Context: an optimization exercise on an open-source flow, tuned for a short achievable clock period and few clock cycles per item. The choices shown serve that exercise and are no tape-out recipe. Where RTL was checked, it was by simulation tests only, not by an equivalence proof against the original. Power figures rest on the tool's default switching activity, not on a simulated workload.

==> run a <==
// udp_core_top
module udp_core_top (
    input  logic        ctrl_aclk,
    input  logic        ctrl_aresetn,
    input  logic [31:0] eth_rx_data,
    input  logic [3:0]  eth_rx_keep,
    input  logic        eth_rx_last,
    input  logic        eth_rx_valid,
    output logic        eth_rx_ready,
    output logic [31:0] eth_tx_data,
    output logic [3:0]  eth_tx_keep,
    output logic        eth_tx_last,
    output logic        eth_tx_valid,
    input  logic        eth_tx_ready,
    input  logic        tx_req_valid,
    output logic        tx_req_ready,
    input  logic [47:0] tx_req_dst_mac,
    input  logic [31:0] tx_req_dst_ip,
    input  logic [15:0] tx_req_src_port,
    input  logic [15:0] tx_req_dst_port,
    input  logic [15:0] tx_req_length,
    input  logic [31:0] tx_data_data,
    input  logic [3:0]  tx_data_keep,
    input  logic        tx_data_last,
    input  logic        tx_data_valid,
    output logic [31:0] rx_payload_data,
    output logic [3:0]  rx_payload_keep,
    output logic        rx_payload_last,
    output logic        rx_payload_valid,
    input  logic        rx_payload_ready
);
clock: 10.0 ns
lec_check: 0
cap_margin: 20
core_margin: 2
core_utilization: 40
slew_margin: 20
standard.sh (not shown) runs the stock make flow with config.mk's settings and CLKGATE_MAP_FILE= SYNTH_SCRIPT=/design/flow/synth_recipe.tcl, a recipe that flattens the netlist after the stock synthesis.
==> flow/flow/run.sh <==
#!/bin/bash
# The standard layout, with timing repair asked to leave extra setup slack.
set -euo pipefail
export SETUP_SLACK_MARGIN=6.8
bash standard.sh > flow_make.log 2>&1
==> run b (differences from run a) <==
--- a/flow/design.v
+++ b/flow/design.v
@@ -8,45 +8,105 @@
     input  logic        wr_valid,
     output logic [31:0] rd_data,
     output logic        rd_valid,
     input  logic        rd_pop
 );
-    logic [31:0]      mem [DEPTH];
-    logic [DEPTH-1:0] wr_oh;
-    logic [DEPTH-1:0] rd_oh;
-    logic [DEPTH:0]   occ;
-    logic             wr_en;
-    assign wr_en    = wr_valid && !(occ[DEPTH] && !rd_pop);
+    localparam int BD = DEPTH / 2;
+    logic [31:0]    mem0 [BD];
+    logic [31:0]    mem1 [BD];
+    logic [BD-1:0]  wr0_oh;
+    logic [BD-1:0]  wr1_oh;
+    logic [BD-1:0]  nx0_oh;
+    logic [BD-1:0]  nx1_oh;
+    logic           wb;         
+    logic           rb;         
+    logic [31:0]    w2_data;
+    logic           w2_v;
+    logic           w2_b;
+    logic [DEPTH:0] occ;
+    logic [31:0]    head0;
+    logic [31:0]    head1;
+    logic [31:0]    pre0;
+    logic [31:0]    pre1;
+    logic [31:0]    after0;
+    logic [31:0]    after1;
+    logic           pop0;
+    logic           pop1;
+    logic           ge3;
+    logic           ge4;
+    logic           le1;
     assign rd_valid = !occ[0];
+    assign rd_data  = rb ? head1 : head0;
+    assign pop0     = rd_pop && !rb;
+    assign pop1     = rd_pop && rb;
+    assign ge3      = !(occ[0] || occ[1] || occ[2]);
+    assign ge4      = ge3 && !occ[3];
+    assign le1      = occ[0] || occ[1];
     always_comb begin
-        rd_data = '0;
-        for (int i = 0; i < DEPTH; i++) begin
-            rd_data = rd_data | (mem[i] & {32{rd_oh[i]}});
+        after0 = '0;
+        after1 = '0;
+        for (int i = 0; i < BD; i++) begin
+            after0 = after0 | (mem0[i] & {32{nx0_oh[i]}});
+            after1 = after1 | (mem1[i] & {32{nx1_oh[i]}});
         end
     end
     always_ff @(posedge ctrl_aclk) begin
-        for (int i = 0; i < DEPTH; i++) begin
-            if (wr_valid && wr_oh[i]) begin
-                mem[i] <= wr_data;
+        for (int i = 0; i < BD; i++) begin
+            if (wr_valid && !wb && wr0_oh[i]) begin
+                mem0[i] <= wr_data;
             end
+            if (wr_valid && wb && wr1_oh[i]) begin
+                mem1[i] <= wr_data;
+            end
+        end
+        w2_data <= wr_data;
+        w2_b    <= wb;
+        pre0    <= after0;
+        pre1    <= after1;
+        if (pop0) begin
+            head0 <= (rb ? ge4 : ge3) ? pre0 : w2_data;
+        end else if (rb ? le1 : occ[0]) begin
+            head0 <= w2_data;
+        end
+        if (pop1) begin
+            head1 <= (rb ? ge3 : ge4) ? pre1 : w2_data;
+        end else if (rb ? occ[0] : le1) begin
+            head1 <= w2_data;
         end
     end
     always_ff @(posedge ctrl_aclk) begin
         if (!ctrl_aresetn) begin
-            wr_oh <= DEPTH'(1);
-            rd_oh <= DEPTH'(1);
-            occ   <= (DEPTH + 1)'(1);
+            wr0_oh <= BD'(1);
+            wr1_oh <= BD'(1);
+            nx0_oh <= BD'(2);
+            nx1_oh <= BD'(2);
+            wb     <= 1'b0;
+            rb     <= 1'b0;
+            w2_v   <= 1'b0;
+            occ    <= (DEPTH + 1)'(1);
         end else begin
-            if (wr_en) begin
-                wr_oh <= {wr_oh[DEPTH-2:0], wr_oh[DEPTH-1]};
+            w2_v <= wr_valid;
+            if (wr_valid) begin
+                wb <= !wb;
+                if (wb) begin
+                    wr1_oh <= {wr1_oh[BD-2:0], wr1_oh[BD-1]};
+                end else begin
+                    wr0_oh <= {wr0_oh[BD-2:0], wr0_oh[BD-1]};
+                end
             end
             if (rd_pop) begin
-                rd_oh <= {rd_oh[DEPTH-2:0], rd_oh[DEPTH-1]};
+                rb <= !rb;
             end
-            if (wr_en && !rd_pop) begin
+            if (pop0) begin
+                nx0_oh <= {nx0_oh[BD-2:0], nx0_oh[BD-1]};
+            end
+            if (pop1) begin
+                nx1_oh <= {nx1_oh[BD-2:0], nx1_oh[BD-1]};
+            end
+            if (w2_v && !rd_pop) begin
                 occ <= occ << 1;
-            end else if (rd_pop && !wr_en) begin
+            end else if (rd_pop && !w2_v) begin
                 occ <= occ >> 1;
             end
         end
     end
 endmodule
@@ -243,10 +303,13 @@
     logic        fire;
     logic        load;
     logic [31:0] w_data;
     logic [3:0]  w_keep;
     logic        r0_take;
+    logic        o_en;
+    logic [36:0] o_new;
+    logic [36:0] o_cpy_n;
     assign need = wc[10] && plnz;
     assign fire = act && !sk_v && (!need || pf_v);
     assign pop  = fire && need;
     assign load = nx_v && (!act || (fire && lastf));
     assign r0_take = tx_req_valid && tx_req_ready;
@@ -359,15 +422,16 @@
             sk_v         <= 1'b0;
         end else if (fire) begin
             sk_v <= 1'b1;
         end
     end
+    assign o_en  = !eth_tx_valid || eth_tx_ready;
+    assign o_new = sk_v ? {sk_last, sk_keep, sk_data} : {lastf, w_keep, w_data};
     always_ff @(posedge ctrl_aclk) begin
-        if (!eth_tx_valid || eth_tx_ready) begin
-            eth_tx_data <= sk_v ? sk_data : w_data;
-            eth_tx_keep <= sk_v ? sk_keep : w_keep;
-            eth_tx_last <= sk_v ? sk_last : lastf;
+        {eth_tx_last, eth_tx_keep, eth_tx_data} <= o_en ? o_new : ~o_cpy_n;
+        if (o_en) begin
+            o_cpy_n <= ~o_new;
         end
         if (fire) begin
             sk_data <= w_data;
             sk_keep <= w_keep;
             sk_last <= lastf;
@@ -419,29 +483,41 @@
     logic        ri_v;
     logic [31:0] rs_data;
     logic        rs_last;
     logic        rs_v;
     logic        ri_ready;
+    logic        rs_v_n;
     logic [31:0] rxp_data;
     logic [3:0]  rxp_keep;
     logic        rxp_last;
     logic        rxp_valid;
     logic        rxp_fire;
     logic [31:0] os_data;
     logic [3:0]  os_keep;
     logic        os_last;
     logic        os_v;
-    assign eth_rx_ready = !rs_v;
+    logic        o_en;
+    logic [36:0] o_new;
+    logic [36:0] o_cpy_n;
+    always_comb begin
+        if (!ri_v || ri_ready) begin
+            rs_v_n = 1'b0;
+        end else begin
+            rs_v_n = rs_v || eth_rx_valid;
+        end
+    end
     always_ff @(posedge ctrl_aclk) begin
         if (!ctrl_aresetn) begin
-            ri_v <= 1'b0;
-            rs_v <= 1'b0;
-        end else if (!ri_v || ri_ready) begin
-            ri_v <= rs_v || eth_rx_valid;
-            rs_v <= 1'b0;
-        end else if (eth_rx_valid && !rs_v) begin
-            rs_v <= 1'b1;
+            ri_v         <= 1'b0;
+            rs_v         <= 1'b0;
+            eth_rx_ready <= 1'b1;
+        end else begin
+            if (!ri_v || ri_ready) begin
+                ri_v <= rs_v || eth_rx_valid;
+            end
+            rs_v         <= rs_v_n;
+            eth_rx_ready <= !rs_v_n;
         end
     end
     always_ff @(posedge ctrl_aclk) begin
         if (!ri_v || ri_ready) begin
             ri_data <= rs_v ? rs_data : eth_rx_data;
@@ -476,15 +552,16 @@
             os_v             <= 1'b0;
         end else if (rxp_fire) begin
             os_v <= 1'b1;
         end
     end
+    assign o_en  = !rx_payload_valid || rx_payload_ready;
+    assign o_new = os_v ? {os_last, os_keep, os_data} : {rxp_last, rxp_keep, rxp_data};
     always_ff @(posedge ctrl_aclk) begin
-        if (!rx_payload_valid || rx_payload_ready) begin
-            rx_payload_data <= os_v ? os_data : rxp_data;
-            rx_payload_keep <= os_v ? os_keep : rxp_keep;
-            rx_payload_last <= os_v ? os_last : rxp_last;
+        {rx_payload_last, rx_payload_keep, rx_payload_data} <= o_en ? o_new : ~o_cpy_n;
+        if (o_en) begin
+            o_cpy_n <= ~o_new;
         end
         if (!os_v) begin
             os_data <= rxp_data;
             os_keep <= rxp_keep;
             os_last <= rxp_last;
==> flow/flow/run.sh (replaced) <==
#!/bin/bash
# The standard layout, with timing repair asked to leave extra setup slack.
set -euo pipefail
export SETUP_SLACK_MARGIN=7.3
bash standard.sh > flow_make.log 2>&1
CORE_UTILIZATION = 50   (was 40)
CTS_CLUSTER_DIAMETER = 80   (was not set)
CTS_CLUSTER_SIZE = 30   (was not set)
PLACE_DENSITY = 0.78   (was not set)
==> run summary <==
Status:
- The run finished with no timing, DRC or antenna violations.

Final layout:
- The proportion of final cell area spent on non-clock buffers is 0.0317.
- The final core utilization is 0.550.

Setup path:
- The first element of the critical path is tx_framer.eth_tx_data[22].
(the above is from run b)
==> run summary <==
Final layout:
- Of all the cell area in the finished design, non-clock buffers hold 0.0401.
- The final core utilization is 0.473.

Clocking:
- The clock reaches the later pin of the worst-skew pair after 930 ps.

Setup path:
- The most critical setup path has its startpoint at tx_framer.eth_tx_data[21].

Power:
- The share of total power dissipated in the clock network is 0.443.

Status:
- The flow ran to the end and the layout has no timing, DRC or antenna violations.

GRT:
- Entering global routing, the biggest net connects 164 pins.
(the above is from run a)
Testbench counts of run b, summed over its fixed seeds: cycles 52,143, tx frames 1,200.
Function not checked in run a: the RTL went through the layout flow alone.

-- separate check: timing with driven ports --
In the flow no input, the clock included, has a driving cell. The finished layouts below were timed again as built, in two steps.
Step 1 sets driving cells, clkbuf_16 on the clock port and buf_2 on the other inputs (assumed; they add their load-dependent delay and slew).
Step 2 also shifts input and output timing later by t, the mid clock arrival at the registers, as if the neighbouring blocks saw the same clock.
Three values: no drivers, after step 1, after step 2; two values: the first two.
run	shift t [ns]	setup WS [ns]	worst setup path after step 2	worst register clock-pin slew, ns
run a	0.991	6.372 / 6.276 / 5.957	input to register	0.07 / 0.07
run b	0.960	6.662 / 6.558 / 6.392	input to register	0.12 / 0.12
After both steps every run listed still meets setup and hold. The setup slack of run a, which loses most, moves by -0.096 ns with the drivers and by -0.415 ns with both steps.
